From an optimization exercise on the open Yosys and OpenROAD flow, aimed at a short achievable clock period and few clock cycles; shortcuts taken in it are not production practice. Where RTL was checked, it was by simulation tests only, not by an equivalence proof against the original.

==> inputs of run Y <==
==> flow/design.v <==
`default_nettype none
package mipsPkg;
    localparam logic [5:0] OpRType = 6'd0;
    localparam logic [5:0] OpBeq = 6'd4;
    localparam logic [5:0] OpBne = 6'd5;
    localparam logic [5:0] OpLw = 6'd35;
    localparam logic [5:0] OpSw = 6'd43;
    localparam logic [5:0] FunctAdd = 6'd32;
    localparam logic [5:0] FunctSub = 6'd34;
    localparam logic [5:0] FunctAnd = 6'd36;
    localparam logic [5:0] FunctOr = 6'd37;
    localparam logic [5:0] FunctSlt = 6'd42;
endpackage
`default_nettype wire
`timescale 1ns/100ps
`default_nettype none
module loadPort (
    input wire clock,
    input wire WriteEnable,
    input wire loadReq,
    output logic loadAck,
    output logic accept
);
    logic stateWrite;
    always_ff @(posedge clock or posedge WriteEnable) begin
        if (WriteEnable) begin
            stateWrite <= 1'b0;
            loadAck <= 1'b0;
        end else begin
            stateWrite <= accept;
            loadAck <= stateWrite || (loadAck && loadReq);
        end
    end
    assign accept = !stateWrite && !loadAck && loadReq;
endmodule
`default_nettype wire
`timescale 1ns/100ps
`default_nettype none
module mipsCore (
    input wire clock,
    input wire WriteEnable,
    input wire run,
    input wire loadReq,
    input wire loadTarget,
    input wire [5:0] loadAddress,
    input wire [31:0] loadWord,
    output logic loadAck,
    output logic retireValid,
    output logic [4:0] retireAddress,
    output logic [31:0] retireData
);
    logic accept;
    loadPort loader (.clock, .WriteEnable, .loadReq, .loadAck, .accept);
    logic [22:0] instrMem [64];
    logic [31:0] dataMem [64];
    logic [63:0] dataValid;      
    logic [31:0] regFile [32];
    logic [31:1] regValid;       
    logic [31:0] regValidAll;
    logic pick, pickInvD, pickF;
    logic [1:0][1:0][22:0] dWord;
    logic [1:0][1:0][5:0] dNext, dTarget;
    logic [1:0] eWrites, eAdd, eSub, eAnd, eOr, eSlt, eLw, eSw, eBeq, eBne;
    logic [1:0][4:0] eDest;
    logic [1:0][7:0] eBase, eImm;    
    logic [1:0][31:0] eOpA, eOpB;
    logic [1:0] eAWb, eAWb2, eAReg, eBWb, eBWb2, eBReg;
    logic wbValid;
    logic [31:1] wbWrite;        
    logic [4:0] wbDest;
    logic [31:0] wbData;
    logic [31:0] fwdData;        
    logic [31:0] wb2Data;
    assign regValidAll = {regValid, 1'b0};
    localparam logic [3:0] DecNop = 4'd0;
    localparam logic [3:0] DecAdd = 4'd1;
    localparam logic [3:0] DecSub = 4'd2;
    localparam logic [3:0] DecAnd = 4'd3;
    localparam logic [3:0] DecOr = 4'd4;
    localparam logic [3:0] DecSlt = 4'd5;
    localparam logic [3:0] DecLw = 4'd6;
    localparam logic [3:0] DecSw = 4'd7;
    localparam logic [3:0] DecBeq = 4'd8;
    localparam logic [3:0] DecBne = 4'd9;
    logic [22:0] encoded;
    always_comb begin
        logic [5:0] op, funct;
        logic [3:0] kind;
        logic [7:0] field;
        logic writes;
        op = loadWord[31:26];
        funct = loadWord[5:0];
        kind = DecNop;
        field = loadWord[7:0];
        writes = 1'b0;
        if (op == mipsPkg::OpRType) begin
            field = {3'd0, loadWord[15:11]};
            writes = loadWord[15:11] != 5'd0;
            if (funct == mipsPkg::FunctAdd) kind = DecAdd;
            else if (funct == mipsPkg::FunctSub) kind = DecSub;
            else if (funct == mipsPkg::FunctAnd) kind = DecAnd;
            else if (funct == mipsPkg::FunctOr) kind = DecOr;
            else if (funct == mipsPkg::FunctSlt) kind = DecSlt;
            else writes = 1'b0;
        end else if (op == mipsPkg::OpLw) begin
            kind = DecLw;
            writes = loadWord[20:16] != 5'd0;
        end else if (op == mipsPkg::OpSw) begin
            kind = DecSw;
        end else if (op == mipsPkg::OpBeq || op == mipsPkg::OpBne) begin
            kind = (op == mipsPkg::OpBeq) ? DecBeq : DecBne;
            field = {2'd0, loadAddress + 6'd1 + loadWord[5:0]};
        end
        encoded = {field, writes, kind, loadWord[20:16], loadWord[25:21]};
    end
    logic [63:0] instrWe, dataWe;
    logic [22:0] instrWd;
    logic [31:0] dataWd;
    always_ff @(posedge clock) begin
        instrWd <= encoded;
    end
    always_ff @(posedge clock) begin
        for (int k = 0; k < 64; k++) begin
            if (instrWe[k]) instrMem[k] <= instrWd;
        end
    end
    logic xWrites, xSw;
    logic [4:0] xDest;
    logic [1:0][5:0] slotIndex;
    logic [5:0] xIndex;
    assign xWrites = eWrites[pick];
    assign xSw = eSw[pick];
    assign xDest = eDest[pick];
    assign xIndex = slotIndex[pick];
    logic xProduces;
    assign xProduces = pick ? (eAdd[1] || eSub[1] || eAnd[1] || eOr[1] || eSlt[1] || eLw[1]) :
        (eAdd[0] || eSub[0] || eAnd[0] || eOr[0] || eSlt[0] || eLw[0]);
    logic storePending;
    logic [5:0] storeIndex;
    logic [31:0] storeData;      
    logic [1:0][31:0] slotSrcB, slotResult;
    logic [1:0] slotTaken;
    for (genvar c = 0; c < 2; c++) begin : exec
        logic [31:0] a, b, memData, loadData, sumAdd, sumSub;
        logic [63:0] hit;
        logic lessThan, storeHit;
        logic [7:0] la, lb, addrSum;
        logic carry2;
        assign a = ({32{eAWb[c]}} & fwdData) | ({32{eAWb2[c]}} & wb2Data) |
            ({32{eAReg[c]}} & eOpA[c]);
        assign b = ({32{eBWb[c]}} & fwdData) | ({32{eBWb2[c]}} & wb2Data) |
            ({32{eBReg[c]}} & eOpB[c]);
        assign slotSrcB[c] = b;
        assign la = eBase[c];
        assign lb = eImm[c];
        assign carry2 = (la[1] && lb[1]) || ((la[1] || lb[1]) && la[0] && lb[0]);
        assign addrSum = la + lb;
        assign slotIndex[c] = addrSum[7:2];
        always_comb begin
            for (int k = 0; k < 64; k++) begin
                logic [5:0] kb;
                logic ok;
                kb = 6'(k);
                ok = ((la[2] ^ lb[2] ^ kb[0]) == carry2);
                for (int i = 2; i < 7; i++) begin
                    ok = ok && ((kb[i-2] ? (la[i] && lb[i]) : (la[i] || lb[i])) ==
                        (la[i+1] ^ lb[i+1] ^ kb[i-1]));
                end
                hit[k] = ok && dataValid[k];
            end
            memData = '0;
            for (int k = 0; k < 64; k++) begin
                if (hit[k]) memData = memData | dataMem[k];
            end
        end
        assign storeHit = storePending && storeIndex == slotIndex[c];
        assign loadData = storeHit ? storeData : memData;
        assign sumAdd = a + b;
        assign sumSub = a - b;
        assign lessThan = $signed(a) < $signed(b);
        assign slotResult[c] = ({32{eAdd[c]}} & sumAdd) | ({32{eSub[c]}} & sumSub) |
            ({32{eAnd[c]}} & (a & b)) | ({32{eOr[c]}} & (a | b)) |
            {31'd0, eSlt[c] && lessThan} | ({32{eLw[c]}} & loadData);
        assign slotTaken[c] = (eBeq[c] && a == b) || (eBne[c] && a != b);
    end
    logic [31:0] srcB, aluResult;
    logic taken;
    assign srcB = slotSrcB[pick];
    assign aluResult = slotResult[pick];
    assign taken = slotTaken[pick];
    always_ff @(posedge clock or posedge WriteEnable) begin
        if (WriteEnable) begin
            storePending <= 1'b0;
            instrWe <= '0;
            dataWe <= '0;
        end else begin
            storePending <= xSw;
            for (int k = 0; k < 64; k++) begin
                instrWe[k] <= accept && !loadTarget && loadAddress == 6'(k);
                dataWe[k] <= (accept && loadTarget && loadAddress == 6'(k)) ||
                    (xSw && xIndex == 6'(k));
            end
        end
    end
    always_ff @(posedge clock) begin
        storeIndex <= xIndex;
        dataWd <= xSw ? srcB : loadWord;
    end
    assign storeData = dataWd;
    always_ff @(posedge clock) begin
        for (int k = 0; k < 64; k++) begin
            if (dataWe[k]) dataMem[k] <= dataWd;
        end
    end
    always_ff @(posedge clock or posedge WriteEnable) begin
        if (WriteEnable) dataValid <= '0;
        else dataValid <= dataValid | dataWe;
    end
    always_ff @(posedge clock or posedge WriteEnable) begin
        if (WriteEnable) begin
            wbValid <= 1'b0;
            wbWrite <= '0;
        end else begin
            wbValid <= xWrites;
            for (int i = 1; i < 32; i++) wbWrite[i] <= xWrites && xDest == 5'(i);
        end
    end
    always_ff @(posedge clock) begin
        wbDest <= xDest;
        wbData <= aluResult;
        wb2Data <= wbData;
        if (xProduces) fwdData <= aluResult;
    end
    always_ff @(posedge clock) begin
        if (xWrites) begin
            retireAddress <= xDest;
            retireData <= aluResult;
        end
    end
    assign retireValid = wbValid;
    always_ff @(posedge clock) begin
        for (int i = 1; i < 32; i++) begin
            if (wbWrite[i]) regFile[i] <= wbData;
        end
    end
    always_ff @(posedge clock or posedge WriteEnable) begin
        if (WriteEnable) regValid <= '0;
        else regValid <= regValid | wbWrite;
    end
    logic [1:0][22:0] cWord;
    logic [1:0][5:0] cNext, cTarget;
    logic [1:0] cWrites, cAdd, cSub, cAnd, cOr, cSlt, cLw, cSw, cBeq, cBne;
    logic [1:0][4:0] cDest;
    logic [1:0][7:0] cBase, cImm;
    logic [1:0][31:0] cOpA, cOpB;
    logic [1:0] cAWb, cAWb2, cAReg, cBWb, cBWb2, cBReg;
    logic [1:0] cWait;
    for (genvar c = 0; c < 2; c++) begin : cand
        logic [22:0] w;
        logic [3:0] kind;
        logic [4:0] rs, rt;
        logic [31:0] readA;
        assign w = pickInvD ? dWord[0][c] : dWord[1][c];
        assign cWord[c] = w;
        assign cNext[c] = pickF ? dNext[1][c] : dNext[0][c];
        assign cTarget[c] = pickF ? dTarget[1][c] : dTarget[0][c];
        assign rs = w[4:0];
        assign rt = w[9:5];
        assign kind = w[13:10];
        assign cAdd[c] = kind == DecAdd;
        assign cSub[c] = kind == DecSub;
        assign cAnd[c] = kind == DecAnd;
        assign cOr[c] = kind == DecOr;
        assign cSlt[c] = kind == DecSlt;
        assign cLw[c] = kind == DecLw;
        assign cSw[c] = kind == DecSw;
        assign cBeq[c] = kind == DecBeq;
        assign cBne[c] = kind == DecBne;
        assign cDest[c] = cLw[c] ? rt : w[19:15];
        assign cWrites[c] = w[14];
        assign readA = regFile[rs];
        assign cOpA[c] = readA;
        assign cOpB[c] = regFile[rt];
        assign cAWb[c] = xWrites && xDest == rs;
        assign cAWb2[c] = !cAWb[c] && wbValid && wbDest == rs;
        assign cAReg[c] = !cAWb[c] && !cAWb2[c] && regValidAll[rs];
        assign cBWb[c] = xWrites && xDest == rt;
        assign cBWb2[c] = !cBWb[c] && wbValid && wbDest == rt;
        assign cBReg[c] = !cBWb[c] && !cBWb2[c] && regValidAll[rt];
        assign cBase[c] = cAWb2[c] ? fwdData[7:0] : (regValidAll[rs] ? readA[7:0] : 8'd0);
        assign cImm[c] = w[22:15];
        assign cWait[c] = (cLw[c] || cSw[c]) && cAWb[c];
    end
    always_ff @(posedge clock or posedge WriteEnable) begin
        if (WriteEnable) begin
            eWrites <= '0;
            eSw <= '0;
            eBeq <= '0;
            eBne <= '0;
        end else begin
            for (int c = 0; c < 2; c++) begin
                eWrites[c] <= run && !cWait[c] && cWrites[c];
                eSw[c] <= run && !cWait[c] && cSw[c];
                eBeq[c] <= run && !cWait[c] && cBeq[c];
                eBne[c] <= run && !cWait[c] && cBne[c];
            end
        end
    end
    always_ff @(posedge clock) begin
        pick <= run && taken;
        pickInvD <= !(run && taken);
    end
    always_ff @(posedge clock or posedge WriteEnable) begin
        if (WriteEnable) pickF <= 1'b0;
        else pickF <= run && taken;
    end
    always_ff @(posedge clock) begin
        eAdd <= cAdd;
        eSub <= cSub;
        eAnd <= cAnd;
        eOr <= cOr;
        eSlt <= cSlt;
        eLw <= cLw;
        eDest <= cDest;
        eBase <= cBase;
        eImm <= cImm;
        eOpA <= cOpA;
        eOpB <= cOpB;
        eAWb <= cAWb;
        eAWb2 <= cAWb2;
        eAReg <= cAReg;
        eBWb <= cBWb;
        eBWb2 <= cBWb2;
        eBReg <= cBReg;
    end
    always_ff @(posedge clock) begin
        for (int c = 0; c < 2; c++) begin
            if (!run && c == 0) begin
                dWord[0][0] <= instrMem[0];
                dNext[0][0] <= 6'd1;
                dTarget[0][0] <= instrMem[0][20:15];
            end else if (cWait[c]) begin
                dWord[c][0] <= cWord[c];
                dNext[c][0] <= cNext[c];
                dTarget[c][0] <= cTarget[c];
            end else begin
                dWord[c][0] <= instrMem[cNext[c]];
                dNext[c][0] <= cNext[c] + 6'd1;
                dTarget[c][0] <= instrMem[cNext[c]][20:15];
            end
            dWord[c][1] <= instrMem[cTarget[c]];
            dNext[c][1] <= cTarget[c] + 6'd1;
            dTarget[c][1] <= instrMem[cTarget[c]][20:15];
        end
    end
endmodule
`default_nettype wire
==> flow/flow/run.sh <==
#!/bin/bash
# The standard layout, with the port buffers made from plain buffers
# (buf_4, sized later by repair) instead of the delay buffer that
# buffer_ports picks by default.
set -euo pipefail
bash standard.sh BUFFER_PORTS_ARGS="-buffer_cell sky130_fd_sc_hd__buf_4" finish > flow.log 2>&1
==> flow/standard.sh <==
#!/bin/bash
# synth_recipe.tcl (not shown) runs the flow's synth.tcl, then flattens the netlist and writes it again
# the make line also repeats each setting of config.mk as NAME=value (left out here)
make -C /OpenROAD-flow-scripts/flow DESIGN_CONFIG=/design/flow/config.mk WORK_HOME=/design/flow/orfs CLKGATE_MAP_FILE= SYNTH_SCRIPT=/design/flow/synth_recipe.tcl "${@:-finish}"
==> flow/config.mk <==
export PLATFORM = sky130hd
export DESIGN_NAME = mipsCore
export DESIGN_NICKNAME = mipsCore
export VERILOG_FILES = /design/flow/design.v
export SDC_FILE = /design/flow/constraint.sdc
export NUM_CORES = 4
export LEC_CHECK = 0
export CAP_MARGIN = 20
export CORE_MARGIN = 2
export CORE_UTILIZATION = 36
export PLACE_DENSITY = 0.5
export SETUP_SLACK_MARGIN = 5
export SLEW_MARGIN = 20
export TNS_END_PERCENT = 5
==> flow/constraint.sdc <==
create_clock -name core_clock -period 8.5 [get_ports {clock}]
set_input_delay 1.7000 -clock core_clock [delete_from_list [all_inputs] [get_ports {clock}]]
set_output_delay 1.7000 -clock core_clock [all_outputs]
set_load 0.01 [all_outputs]
==> inputs of run B, as changes to run Y <==
--- a/flow/design.v
+++ b/flow/design.v
@@ -69,7 +69,6 @@
     logic [31:1] wbWrite;        
     logic [4:0] wbDest;
     logic [31:0] wbData;
-    logic [31:0] fwdData;        
     logic [31:0] wb2Data;
     assign regValidAll = {regValid, 1'b0};
     localparam logic [3:0] DecNop = 4'd0;
@@ -132,9 +131,6 @@
     assign xSw = eSw[pick];
     assign xDest = eDest[pick];
     assign xIndex = slotIndex[pick];
-    logic xProduces;
-    assign xProduces = pick ? (eAdd[1] || eSub[1] || eAnd[1] || eOr[1] || eSlt[1] || eLw[1]) :
-        (eAdd[0] || eSub[0] || eAnd[0] || eOr[0] || eSlt[0] || eLw[0]);
     logic storePending;
     logic [5:0] storeIndex;
     logic [31:0] storeData;      
@@ -146,9 +142,9 @@
         logic lessThan, storeHit;
         logic [7:0] la, lb, addrSum;
         logic carry2;
-        assign a = ({32{eAWb[c]}} & fwdData) | ({32{eAWb2[c]}} & wb2Data) |
+        assign a = ({32{eAWb[c]}} & wbData) | ({32{eAWb2[c]}} & wb2Data) |
             ({32{eAReg[c]}} & eOpA[c]);
-        assign b = ({32{eBWb[c]}} & fwdData) | ({32{eBWb2[c]}} & wb2Data) |
+        assign b = ({32{eBWb[c]}} & wbData) | ({32{eBWb2[c]}} & wb2Data) |
             ({32{eBReg[c]}} & eOpB[c]);
         assign slotSrcB[c] = b;
         assign la = eBase[c];
@@ -229,7 +225,6 @@
         wbDest <= xDest;
         wbData <= aluResult;
         wb2Data <= wbData;
-        if (xProduces) fwdData <= aluResult;
     end
     always_ff @(posedge clock) begin
         if (xWrites) begin
@@ -287,7 +282,7 @@
         assign cBWb[c] = xWrites && xDest == rt;
         assign cBWb2[c] = !cBWb[c] && wbValid && wbDest == rt;
         assign cBReg[c] = !cBWb[c] && !cBWb2[c] && regValidAll[rt];
-        assign cBase[c] = cAWb2[c] ? fwdData[7:0] : (regValidAll[rs] ? readA[7:0] : 8'd0);
+        assign cBase[c] = cAWb2[c] ? wbData[7:0] : (regValidAll[rs] ? readA[7:0] : 8'd0);
         assign cImm[c] = w[22:15];
         assign cWait[c] = (cLw[c] || cSw[c]) && cAWb[c];
     end
Settings changed: CORE_UTILIZATION 36 to 45, PLACE_DENSITY 0.5 to 0.55.
==> inputs of run Z, as changes to run Y <==
--- a/flow/design.v
+++ b/flow/design.v
@@ -69,7 +69,6 @@
     logic [31:1] wbWrite;        
     logic [4:0] wbDest;
     logic [31:0] wbData;
-    logic [31:0] fwdData;        
     logic [31:0] wb2Data;
     assign regValidAll = {regValid, 1'b0};
     localparam logic [3:0] DecNop = 4'd0;
@@ -132,9 +131,6 @@
     assign xSw = eSw[pick];
     assign xDest = eDest[pick];
     assign xIndex = slotIndex[pick];
-    logic xProduces;
-    assign xProduces = pick ? (eAdd[1] || eSub[1] || eAnd[1] || eOr[1] || eSlt[1] || eLw[1]) :
-        (eAdd[0] || eSub[0] || eAnd[0] || eOr[0] || eSlt[0] || eLw[0]);
     logic storePending;
     logic [5:0] storeIndex;
     logic [31:0] storeData;      
@@ -146,9 +142,9 @@
         logic lessThan, storeHit;
         logic [7:0] la, lb, addrSum;
         logic carry2;
-        assign a = ({32{eAWb[c]}} & fwdData) | ({32{eAWb2[c]}} & wb2Data) |
+        assign a = ({32{eAWb[c]}} & wbData) | ({32{eAWb2[c]}} & wb2Data) |
             ({32{eAReg[c]}} & eOpA[c]);
-        assign b = ({32{eBWb[c]}} & fwdData) | ({32{eBWb2[c]}} & wb2Data) |
+        assign b = ({32{eBWb[c]}} & wbData) | ({32{eBWb2[c]}} & wb2Data) |
             ({32{eBReg[c]}} & eOpB[c]);
         assign slotSrcB[c] = b;
         assign la = eBase[c];
@@ -229,7 +225,6 @@
         wbDest <= xDest;
         wbData <= aluResult;
         wb2Data <= wbData;
-        if (xProduces) fwdData <= aluResult;
     end
     always_ff @(posedge clock) begin
         if (xWrites) begin
@@ -287,7 +282,7 @@
         assign cBWb[c] = xWrites && xDest == rt;
         assign cBWb2[c] = !cBWb[c] && wbValid && wbDest == rt;
         assign cBReg[c] = !cBWb[c] && !cBWb2[c] && regValidAll[rt];
-        assign cBase[c] = cAWb2[c] ? fwdData[7:0] : (regValidAll[rs] ? readA[7:0] : 8'd0);
+        assign cBase[c] = cAWb2[c] ? wbData[7:0] : (regValidAll[rs] ? readA[7:0] : 8'd0);
         assign cImm[c] = w[22:15];
         assign cWait[c] = (cLw[c] || cSw[c]) && cAWb[c];
     end
Settings changed: CORE_UTILIZATION 36 to 45, PLACE_DENSITY 0.5 to 0.55, TNS_END_PERCENT 5 to 50.
==> comparison table <==
Share of synthesized area spent on multiplexers: run B 0.538%; run Z 0.538%; run Y 0.644%
Net count after synthesis: run B 21,700; run Z 21,700; run Y 21,500
Fraction of the mapped netlist area in adder cells: run B 1.25%; run Z 1.25%; run Y 1.24%
Die height: run B 761 um; run Z 761 um; run Y 852 um
Num Clock Sinks: run B 5,270; run Z 5,270; run Y 5,302
Placer congestion estimate: run B 1.34; run Z 1.34; run Y 1.19
Yosys cell types: run B 104; run Z 104; run Y 131
Status: run B aborted with a tool error; run Z aborted with a tool error; run Y aborted with a tool error
Failing step: run B global routing (5_1_grt); run Z global routing (5_1_grt); run Y global routing (5_1_grt)
Post-synthesis instance area: run B 258,000 um2; run Z 258,000 um2; run Y 259,000 um2
Share of Yosys cell area claimed by the top area cell type: run B 53.0%; run Z 53.0%; run Y 53.1%
XOR/XNOR Fraction of Synth Area: run B 0.682%; run Z 0.682%; run Y 0.722%
CTS-repair resized insts: run B 1,329; run Z 3,368; run Y 883
Synthesized netlist cell count: run B 21,400; run Z 21,400; run Y 21,200
Syn Area/Cell: run B 12.0 um2; run Z 12.0 um2; run Y 12.2 um2
Basic-gate share of the synthesized area counting and, or, nand and nor cells: run B 10.8%; run Z 10.8%; run Y 10.4%
Proportion of synthesized flip-flops having asynchronous set or reset: run B 5.07%; run Z 5.07%; run Y 5.04%
Post-CTS Setup Inserts: run B 630; run Z 1,602; run Y 391
Initial cell density of the core: run B 45.2%; run Z 45.2%; run Y 36.1%
Number of enable flip-flop cells after synthesis: run B 4,549; run Z 4,549; run Y 4,581
Num rows: run B 277; run Z 277; run Y 311
Placed wire-length estimate after detailed placement: run B 1,580,000 um; run Z 1,580,000 um; run Y 1,740,000 um
Chip width: run B 761 um; run Z 761 um; run Y 852 um
Area of placed instances: run B 279,000 um2; run Z 279,000 um2; run Y 284,000 um2
Synth Area in Compound Gates: run B 24.4%; run Z 24.4%; run Y 24.5%
Proportion of synthesized chip area in sequential cells: run B 59.2%; run Z 59.2%; run Y 59.2%
Testbench counts of run B, summed over its fixed seeds: cycles 9,712.
Testbench counts of run Z, summed over its fixed seeds: cycles 9,712.
Function not checked in run Y: the RTL went through the layout flow alone.
